Source: an optimization exercise on an open RTL-to-GDS flow (aim: small area). Production flows keep margins and buffers that such runs may drop. At most, simulation tests tie the RTL to the original design; equivalence was not proved. The clock port is modelled as an ideal driver; clocking choices that lean on that would not hold on a real chip. No activity file was given, so power comes from the tool's default toggle rates.

==> inputs of run a <==
==> flow/design.v <==
module face_erode #(
   parameter logic [11:0] H_DISP = 12'd480,
   parameter logic [11:0] V_DISP = 12'd272
) (
   input  logic        clk,
   input  logic        rst,
   input  logic        face_hsync,
   input  logic        face_vsync,
   input  logic [7:0]  face_data,
   input  logic        face_de,
   output logic        ero_hsync,
   output logic        ero_vsync,
   output logic [7:0]  ero_data,
   output logic        ero_de
);
   localparam int K  = 10;                   
   localparam int NB = int'(H_DISP) / K;    
   localparam int M  = 12;                   
   localparam logic [2:0] S_F0 = 3'd0, S_F1 = 3'd1, S_F2 = 3'd2,
                          S_Y2 = 3'd4, S_Y1 = 3'd5, S_Z2 = 3'd6, S_Z1 = 3'd7;
   logic [M-1:0] r_chain [NB-1];   
   logic [M-1:0] r_r;              
   logic [M-1:0] r_w;              
   logic [2:0]   r_sr;             
   logic [2:0]   r_sw;             
   logic [3:0]   r_ph;             
   logic [1:0]   r_row;            
   logic         r_b1;             
   logic         r_b2;             
   logic         r_e;
   logic         r_hs_d1;
   logic         r_vs_d1;
   logic         r_de_d1;
   logic         r_ero;
   logic         w_b;
   logic         w_r3;
   logic         w_first;
   logic         w_last;
   logic [M-1:0] c_f2;             
   logic [M-1:0] c_z2;             
   logic [M-1:0] c_f2f1;           
   logic [M-1:0] c_f2y2;           
   logic [2:0]   w_sr;
   logic [M-1:0] w_t1r;
   logic [M-1:0] w_t2r;
   logic         w_lt1;
   logic         w_lt2;
   logic [1:0]   w_lr;             
   logic [M-1:0] w_offr;
   logic [2:0]   w_srn;
   logic [2:0]   w_sw;
   logic [1:0]   w_lw;             
   logic [M-1:0] w_offw;
   logic [M-1:0] w_wn;
   logic [2:0]   w_swn;
   function automatic logic [2:0] next_state(input logic [2:0] s, input logic [1:0] l);
      case (s)
         S_F0:    next_state = (l == 2'd2) ? S_F2 : (l == 2'd1) ? S_F1 : S_F0;
         S_F1:    next_state = (l == 2'd2) ? S_F2 : (l == 2'd1) ? S_F1 : S_Z2;
         S_F2:    next_state = (l == 2'd2) ? S_F2 : (l == 2'd1) ? S_Y2 : S_Z2;
         S_Y2:    next_state = (l != 2'd0) ? S_Y1 : S_Z2;
         S_Y1:    next_state = (l != 2'd0) ? S_F1 : S_Z2;
         S_Z2:    next_state = S_Z1;
         default: next_state = S_F0;
      endcase
   endfunction
   assign w_b     = |face_data;
   assign w_r3    = w_b & r_b1 & r_b2;
   assign w_first = (r_ph == 4'd0);
   assign w_last  = (r_ph == 4'(K - 1));
   assign c_f2   = (r_ph == 4'd0) ? 12'd837 :
                    (r_ph == 4'd1) ? 12'd403 :
                    (r_ph == 4'd2) ? 12'd190 :
                    (r_ph == 4'd3) ? 12'd86 :
                    (r_ph == 4'd4) ? 12'd38 :
                    (r_ph == 4'd5) ? 12'd18 :
                    (r_ph == 4'd6) ? 12'd10 :
                    (r_ph == 4'd7) ? 12'd6 :
                    (r_ph == 4'd8) ? 12'd3 :
                    12'd1;
   assign c_z2   = (r_ph == 4'd0) ? 12'd383 :
                    (r_ph == 4'd1) ? 12'd183 :
                    (r_ph == 4'd2) ? 12'd91 :
                    (r_ph == 4'd3) ? 12'd46 :
                    (r_ph == 4'd4) ? 12'd22 :
                    (r_ph == 4'd5) ? 12'd9 :
                    (r_ph == 4'd6) ? 12'd3 :
                    (r_ph == 4'd7) ? 12'd1 :
                    (r_ph == 4'd8) ? 12'd1 :
                    12'd1;
   assign c_f2f1 = (r_ph == 4'd0) ? 12'd1950 :
                    (r_ph == 4'd1) ? 12'd930 :
                    (r_ph == 4'd2) ? 12'd436 :
                    (r_ph == 4'd3) ? 12'd200 :
                    (r_ph == 4'd4) ? 12'd92 :
                    (r_ph == 4'd5) ? 12'd45 :
                    (r_ph == 4'd6) ? 12'd24 :
                    (r_ph == 4'd7) ? 12'd13 :
                    (r_ph == 4'd8) ? 12'd6 :
                    12'd2;
   assign c_f2y2 = (r_ph == 4'd0) ? 12'd1357 :
                    (r_ph == 4'd1) ? 12'd654 :
                    (r_ph == 4'd2) ? 12'd312 :
                    (r_ph == 4'd3) ? 12'd144 :
                    (r_ph == 4'd4) ? 12'd64 :
                    (r_ph == 4'd5) ? 12'd29 :
                    (r_ph == 4'd6) ? 12'd15 :
                    (r_ph == 4'd7) ? 12'd9 :
                    (r_ph == 4'd8) ? 12'd5 :
                    12'd2;
   assign w_sr  = w_first ? S_F0 : r_sr;
   assign w_t1r = !w_sr[2] ? c_f2 : c_z2;
   assign w_t2r = (w_sr == S_F2) ? c_f2y2 : c_f2f1;
   assign w_lt1 = (r_r < w_t1r);
   assign w_lt2 = (r_r < w_t2r);
   always_comb begin
      if (!w_sr[2]) begin
         w_lr   = w_lt1 ? 2'd2 : w_lt2 ? 2'd1 : 2'd0;
         w_offr = w_lt1 ? '0 : w_lt2 ? w_t1r : w_t2r;
      end else if (!w_sr[1]) begin
         w_lr   = w_lt1 ? 2'd0 : 2'd1;
         w_offr = w_lt1 ? '0 : w_t1r;
      end else begin
         w_lr   = 2'd0;
         w_offr = '0;
      end
   end
   assign w_srn = next_state(w_sr, w_lr);
   assign w_lw = w_r3 ? ((w_lr != 2'd0) ? 2'd2 : 2'd1) : 2'd0;
   assign w_sw = w_first ? S_F0 : r_sw;
   always_comb begin
      if (!w_sw[2]) begin
         w_offw = (w_lw == 2'd2) ? '0 : (w_lw == 2'd1) ? c_f2 :
                  (w_sw == S_F2) ? c_f2y2 : c_f2f1;
      end else if (!w_sw[1]) begin
         w_offw = (w_lw == 2'd0) ? '0 : c_z2;
      end else begin
         w_offw = '0;
      end
   end
   assign w_wn  = (w_first ? '0 : r_w) + w_offw;
   assign w_swn = next_state(w_sw, w_lw);
   always_ff @(posedge clk) begin
      if (face_de && w_last) begin
         r_chain[0] <= w_wn;
         for (int i = 1; i < NB - 1; i++) r_chain[i] <= r_chain[i-1];
      end
   end
   always_ff @(posedge clk) begin
      if (face_de) begin
         r_r  <= w_last ? r_chain[NB-2] : r_r - w_offr;
         r_w  <= w_wn;
         r_sr <= w_srn;
         r_sw <= w_swn;
      end
   end
   always_ff @(posedge clk or posedge rst) begin
      if (rst) begin
         r_ph    <= 4'd0;
         r_row   <= 2'd0;
         r_b1    <= 1'b0;
         r_b2    <= 1'b0;
         r_e     <= 1'b0;
         r_hs_d1 <= 1'b0;
         r_vs_d1 <= 1'b0;
         r_de_d1 <= 1'b0;
      end else begin
         if (face_de) r_ph <= w_last ? 4'd0 : r_ph + 4'd1;
         if (face_vsync && !r_vs_d1) r_row <= 2'd0;
         else if (r_de_d1 && !face_de && !r_row[1]) r_row <= r_row + 2'd1;
         r_b1    <= face_de & w_b;
         r_b2    <= face_de & r_b1;
         r_e     <= face_de & w_r3 & (w_lr == 2'd2) & r_row[1];
         r_hs_d1 <= face_hsync;
         r_vs_d1 <= face_vsync;
         r_de_d1 <= face_de;
      end
   end
   always_ff @(posedge clk or posedge rst) begin
      if (rst) begin
         ero_hsync <= 1'b0;
         ero_vsync <= 1'b0;
         ero_de    <= 1'b0;
         r_ero     <= 1'b0;
      end else begin
         ero_hsync <= r_hs_d1;
         ero_vsync <= r_vs_d1;
         ero_de    <= r_de_d1;
         r_ero     <= r_e;
      end
   end
   assign ero_data = {8{r_ero}};
endmodule
==> flow/flow/run.sh <==
#!/bin/bash
# Standard layout, with CTS told not to add dummy loads, port buffers of the
# smallest buffer, and leaf clock buffers sized down to a clock-pin slew target
# after CTS (flow/leaf_size.tcl). Each tool's output goes to its own log here
# and under orfs/logs.
set -euo pipefail
export CTS_ARGS="-sink_clustering_enable -repair_clock_nets -dont_use_dummy_load -sink_clustering_size 22 -sink_clustering_max_diameter 35 -buf_list {sky130_fd_sc_hd__clkbuf_8}"
export BUFFER_PORTS_ARGS="-buffer_cell sky130_fd_sc_hd__buf_1"
export POST_CTS_TCL="$PWD/flow/leaf_size.tcl"
export LEAF_SLEW_TARGET_PS=110
bash standard.sh finish > standard_finish.log 2>&1
==> flow/flow/leaf_size.tcl <==
# POST_CTS hook: give each leaf clock buffer the smallest clkbuf size whose
# flip-flop clock pins all see a slew under the target (placement estimate).
set leaf_sizes {sky130_fd_sc_hd__clkbuf_1 sky130_fd_sc_hd__clkbuf_2 sky130_fd_sc_hd__clkbuf_4 sky130_fd_sc_hd__clkbuf_8 sky130_fd_sc_hd__clkbuf_16}
set target [expr {$::env(LEAF_SLEW_TARGET_PS) * 1e-12}]

proc pin_worst_slew {pin} {
  set w 0
  foreach e {rise fall} {
    foreach a {min max} {
      set s [sta::time_ui_sta [get_property $pin slew_${a}_$e]]
      if {$s > $w} { set w $s }
    }
  }
  return $w
}

proc leaf_sinks {inst} {
  set out [get_pins -of_objects $inst -filter "direction==output"]
  set net [get_nets -of_objects $out]
  set sinks {}
  foreach p [get_pins -of_objects $net -filter "direction==input"] {
    if {[get_property $p is_clock] || [string match */CLK [get_full_name $p]]} { lappend sinks $p }
  }
  return $sinks
}

proc worst_of {pins} {
  set w 0
  foreach p $pins { set s [pin_worst_slew $p]; if {$s > $w} { set w $s } }
  return $w
}

estimate_parasitics -placement
set leaves {}
foreach inst [get_cells *] {
  if {![string match "sky130_fd_sc_hd__clkbuf*" [get_property $inst ref_name]]} continue
  set sinks [leaf_sinks $inst]
  set ff 0
  foreach p $sinks { if {[string match */CLK [get_full_name $p]]} { incr ff } }
  if {$ff > 0} { lappend leaves [list $inst $sinks] }
}
puts "leaf_size: [llength $leaves] leaf clock buffers, target [expr {$target * 1e12}] ps"
for {set pass 0} {$pass < 3} {incr pass} {
  set changed 0
  foreach l $leaves {
    lassign $l inst sinks
    set name [get_full_name $inst]
    set cur [get_property $inst ref_name]
    set pick [lindex $leaf_sizes end]
    foreach m $leaf_sizes {
      replace_cell $name $m
      if {[worst_of $sinks] <= $target} { set pick $m; break }
    }
    replace_cell $name $pick
    if {$pick ne $cur} { incr changed }
  }
  set w 0
  foreach p [all_registers -clock_pins -edge_triggered] { set s [pin_worst_slew $p]; if {$s > $w} { set w $s } }
  puts "leaf_size: pass $pass changed $changed worst clock-pin slew [expr {$w * 1e12}] ps"
  if {$changed == 0} break
}
detailed_placement
estimate_parasitics -placement
set w 0
foreach p [all_registers -clock_pins -edge_triggered] { set s [pin_worst_slew $p]; if {$s > $w} { set w $s } }
puts "leaf_size: after legalisation worst clock-pin slew [expr {$w * 1e12}] ps"
report_worst_slack -min
report_worst_slack -max
==> flow/standard.sh <==
#!/bin/bash
# synth_recipe.tcl (not shown) runs the flow's synth.tcl, then flattens the netlist and writes it again
# the make line also repeats each setting of config.mk as NAME=value (left out here)
make -C /OpenROAD-flow-scripts/flow DESIGN_CONFIG=/design/flow/config.mk WORK_HOME=/design/flow/orfs CLKGATE_MAP_FILE= SYNTH_SCRIPT=/design/flow/synth_recipe.tcl "${@:-finish}"
==> flow/config.mk <==
export PLATFORM = sky130hd
export DESIGN_NAME = face_erode
export DESIGN_NICKNAME = face_erode
export VERILOG_FILES = /design/flow/design.v
export SDC_FILE = /design/flow/constraint.sdc
export NUM_CORES = 4
export LEC_CHECK = 0
export ABC_AREA = 1
export CAP_MARGIN = 0
export CORE_MARGIN = 2
export CORE_UTILIZATION = 70
export PLACE_DENSITY = 0.8
export SLEW_MARGIN = 0
==> flow/constraint.sdc <==
create_clock -name core_clock -period 8.0 [get_ports {clk}]
set_input_delay 1.6000 -clock core_clock [delete_from_list [all_inputs] [get_ports {clk}]]
set_output_delay 1.6000 -clock core_clock [all_outputs]
set_load 0.01 [all_outputs]
==> run b: changes against run a <==
==> flow/design.v, changed modules only <==
module face_erode #(
   parameter logic [11:0] H_DISP = 12'd480,
   parameter logic [11:0] V_DISP = 12'd272
) (
   input  logic        clk,
   input  logic        rst,
   input  logic        face_hsync,
   input  logic        face_vsync,
   input  logic [7:0]  face_data,
   input  logic        face_de,
   output logic        ero_hsync,
   output logic        ero_vsync,
   output logic [7:0]  ero_data,
   output logic        ero_de
);
   localparam int K  = 8;                   
   localparam int NB = int'(H_DISP) / K;    
   localparam int M  = 10;                   
   localparam logic [2:0] S_F0 = 3'd0, S_F1 = 3'd1, S_F2 = 3'd2,
                          S_Y2 = 3'd4, S_Y1 = 3'd5, S_Z2 = 3'd6, S_Z1 = 3'd7;
   logic [M-1:0] r_chain [NB-1];   
   logic [M-1:0] r_r;              
   logic [M-1:0] r_w;              
   logic [2:0]   r_sr;             
   logic [2:0]   r_sw;             
   logic [3:0]   r_ph;             
   logic [1:0]   r_row;            
   logic         r_b1;             
   logic         r_b2;             
   logic         r_e;
   logic         r_hs_d1;
   logic         r_vs_d1;
   logic         r_de_d1;
   logic         r_ero;
   logic         w_b;
   logic         w_r3;
   logic         w_first;
   logic         w_last;
   logic [M-1:0] c_f2;             
   logic [M-1:0] c_z2;             
   logic [M-1:0] c_f2f1;           
   logic [M-1:0] c_f2y2;           
   logic [2:0]   w_sr;
   logic [M-1:0] w_t1r;
   logic [M-1:0] w_t2r;
   logic         w_lt1;
   logic         w_lt2;
   logic [1:0]   w_lr;             
   logic [M-1:0] w_offr;
   logic [2:0]   w_srn;
   logic [2:0]   w_sw;
   logic [1:0]   w_lw;             
   logic [M-1:0] w_offw;
   logic [M-1:0] w_wn;
   logic [2:0]   w_swn;
   function automatic logic [2:0] next_state(input logic [2:0] s, input logic [1:0] l);
      case (s)
         S_F0:    next_state = (l == 2'd2) ? S_F2 : (l == 2'd1) ? S_F1 : S_F0;
         S_F1:    next_state = (l == 2'd2) ? S_F2 : (l == 2'd1) ? S_F1 : S_Z2;
         S_F2:    next_state = (l == 2'd2) ? S_F2 : (l == 2'd1) ? S_Y2 : S_Z2;
         S_Y2:    next_state = (l != 2'd0) ? S_Y1 : S_Z2;
         S_Y1:    next_state = (l != 2'd0) ? S_F1 : S_Z2;
         S_Z2:    next_state = S_Z1;
         default: next_state = S_F0;
      endcase
   endfunction
   assign w_b     = |face_data;
   assign w_r3    = w_b & r_b1 & r_b2;
   assign w_first = (r_ph == 4'd0);
   assign w_last  = (r_ph == 4'(K - 1));
   assign c_f2   = (r_ph == 4'd0) ? 10'd190 :
                    (r_ph == 4'd1) ? 10'd86 :
                    (r_ph == 4'd2) ? 10'd38 :
                    (r_ph == 4'd3) ? 10'd18 :
                    (r_ph == 4'd4) ? 10'd10 :
                    (r_ph == 4'd5) ? 10'd6 :
                    (r_ph == 4'd6) ? 10'd3 :
                    10'd1;
   assign c_z2   = (r_ph == 4'd0) ? 10'd91 :
                    (r_ph == 4'd1) ? 10'd46 :
                    (r_ph == 4'd2) ? 10'd22 :
                    (r_ph == 4'd3) ? 10'd9 :
                    (r_ph == 4'd4) ? 10'd3 :
                    (r_ph == 4'd5) ? 10'd1 :
                    (r_ph == 4'd6) ? 10'd1 :
                    10'd1;
   assign c_f2f1 = (r_ph == 4'd0) ? 10'd436 :
                    (r_ph == 4'd1) ? 10'd200 :
                    (r_ph == 4'd2) ? 10'd92 :
                    (r_ph == 4'd3) ? 10'd45 :
                    (r_ph == 4'd4) ? 10'd24 :
                    (r_ph == 4'd5) ? 10'd13 :
                    (r_ph == 4'd6) ? 10'd6 :
                    10'd2;
   assign c_f2y2 = (r_ph == 4'd0) ? 10'd312 :
                    (r_ph == 4'd1) ? 10'd144 :
                    (r_ph == 4'd2) ? 10'd64 :
                    (r_ph == 4'd3) ? 10'd29 :
                    (r_ph == 4'd4) ? 10'd15 :
                    (r_ph == 4'd5) ? 10'd9 :
                    (r_ph == 4'd6) ? 10'd5 :
                    10'd2;
   assign w_sr  = w_first ? S_F0 : r_sr;
   assign w_t1r = !w_sr[2] ? c_f2 : c_z2;
   assign w_t2r = (w_sr == S_F2) ? c_f2y2 : c_f2f1;
   assign w_lt1 = (r_r < w_t1r);
   assign w_lt2 = (r_r < w_t2r);
   always_comb begin
      if (!w_sr[2]) begin
         w_lr   = w_lt1 ? 2'd2 : w_lt2 ? 2'd1 : 2'd0;
         w_offr = w_lt1 ? '0 : w_lt2 ? w_t1r : w_t2r;
      end else if (!w_sr[1]) begin
         w_lr   = w_lt1 ? 2'd0 : 2'd1;
         w_offr = w_lt1 ? '0 : w_t1r;
      end else begin
         w_lr   = 2'd0;
         w_offr = '0;
      end
   end
   assign w_srn = next_state(w_sr, w_lr);
   assign w_lw = w_r3 ? ((w_lr != 2'd0) ? 2'd2 : 2'd1) : 2'd0;
   assign w_sw = w_first ? S_F0 : r_sw;
   always_comb begin
      if (!w_sw[2]) begin
         w_offw = (w_lw == 2'd2) ? '0 : (w_lw == 2'd1) ? c_f2 :
                  (w_sw == S_F2) ? c_f2y2 : c_f2f1;
      end else if (!w_sw[1]) begin
         w_offw = (w_lw == 2'd0) ? '0 : c_z2;
      end else begin
         w_offw = '0;
      end
   end
   assign w_wn  = (w_first ? '0 : r_w) + w_offw;
   assign w_swn = next_state(w_sw, w_lw);
   always_ff @(posedge clk) begin
      if (face_de && w_last) begin
         r_chain[0] <= w_wn;
         for (int i = 1; i < NB - 1; i++) r_chain[i] <= r_chain[i-1];
      end
   end
   always_ff @(posedge clk) begin
      if (face_de) begin
         r_r  <= w_last ? r_chain[NB-2] : r_r - w_offr;
         r_w  <= w_wn;
         r_sr <= w_srn;
         r_sw <= w_swn;
      end
   end
   always_ff @(posedge clk or posedge rst) begin
      if (rst) begin
         r_ph    <= 4'd0;
         r_row   <= 2'd0;
         r_b1    <= 1'b0;
         r_b2    <= 1'b0;
         r_e     <= 1'b0;
         r_hs_d1 <= 1'b0;
         r_vs_d1 <= 1'b0;
         r_de_d1 <= 1'b0;
      end else begin
         if (face_de) r_ph <= w_last ? 4'd0 : r_ph + 4'd1;
         if (face_vsync && !r_vs_d1) r_row <= 2'd0;
         else if (r_de_d1 && !face_de && !r_row[1]) r_row <= r_row + 2'd1;
         r_b1    <= face_de & w_b;
         r_b2    <= face_de & r_b1;
         r_e     <= face_de & w_r3 & (w_lr == 2'd2) & r_row[1];
         r_hs_d1 <= face_hsync;
         r_vs_d1 <= face_vsync;
         r_de_d1 <= face_de;
      end
   end
   always_ff @(posedge clk or posedge rst) begin
      if (rst) begin
         ero_hsync <= 1'b0;
         ero_vsync <= 1'b0;
         ero_de    <= 1'b0;
         r_ero     <= 1'b0;
      end else begin
         ero_hsync <= r_hs_d1;
         ero_vsync <= r_vs_d1;
         ero_de    <= r_de_d1;
         r_ero     <= r_e;
      end
   end
   assign ero_data = {8{r_ero}};
endmodule
==> qor summary <==
Maximum fanout encountered on the critical timing path: run a 9; run b 10
Worst Hold Launch: run a r_hs_d1; run b r_e
Length of routed met2 wiring: run a 16.71 mm; run b 15.39 mm
Run status: run a timing/DRC/antenna clean; run b timing/DRC/antenna clean
WL met3: run a 2.354 mm; run b 1.730 mm
Seq/total area: run a 80.53%; run b 82.24%
Weighted congestion at the end of routability-driven global placement: run a 0.8765; run b 0.9091
Crit path max-delay cell type: run a sky130_fd_sc_hd__dfrtp_1; run b sky130_fd_sc_hd__a21oi_1
Worst Path Buf+Inv: run a 7; run b 5
Final-stage net count: run a 1323; run b 1259
Power, Total: run a 0.008050 W; run b 0.007740 W
Power of the clock network: run a 0.00142 W; run b 0.00148 W
Std-Cell Rows: run a 63; run b 64
Complex-gate fraction of the synthesized area: run a 3.242%; run b 2.668%
Register area: run a 18240 sq um; run b 18900 sq um
Only the layout flow was run in run b; the RTL was not checked for function there.

port drivers added, routing unchanged:
No port has a modelled driver above. Below, the same layouts with a new extraction and two added sets of constraints.
Step 1 assumes that a clkbuf_16 drives the clock port and a buf_2 every other input.
Step 2 also shifts input and output timing later by t, the mid clock arrival at the registers, as if the neighbouring blocks saw the same clock.
Three values: no drivers, after step 1, after step 2; two values: the first two.
| run | t, ns | slack for setup (ns) | cell pins on the clock port's net |
|---|---|---|---|
| run a | 0.596 | 1.436 / 1.436 / 1.436 | 1 |
| run b | 0.603 | 1.419 / 1.419 / 1.419 | 1 |
After both steps setup and hold are still met in every run listed.
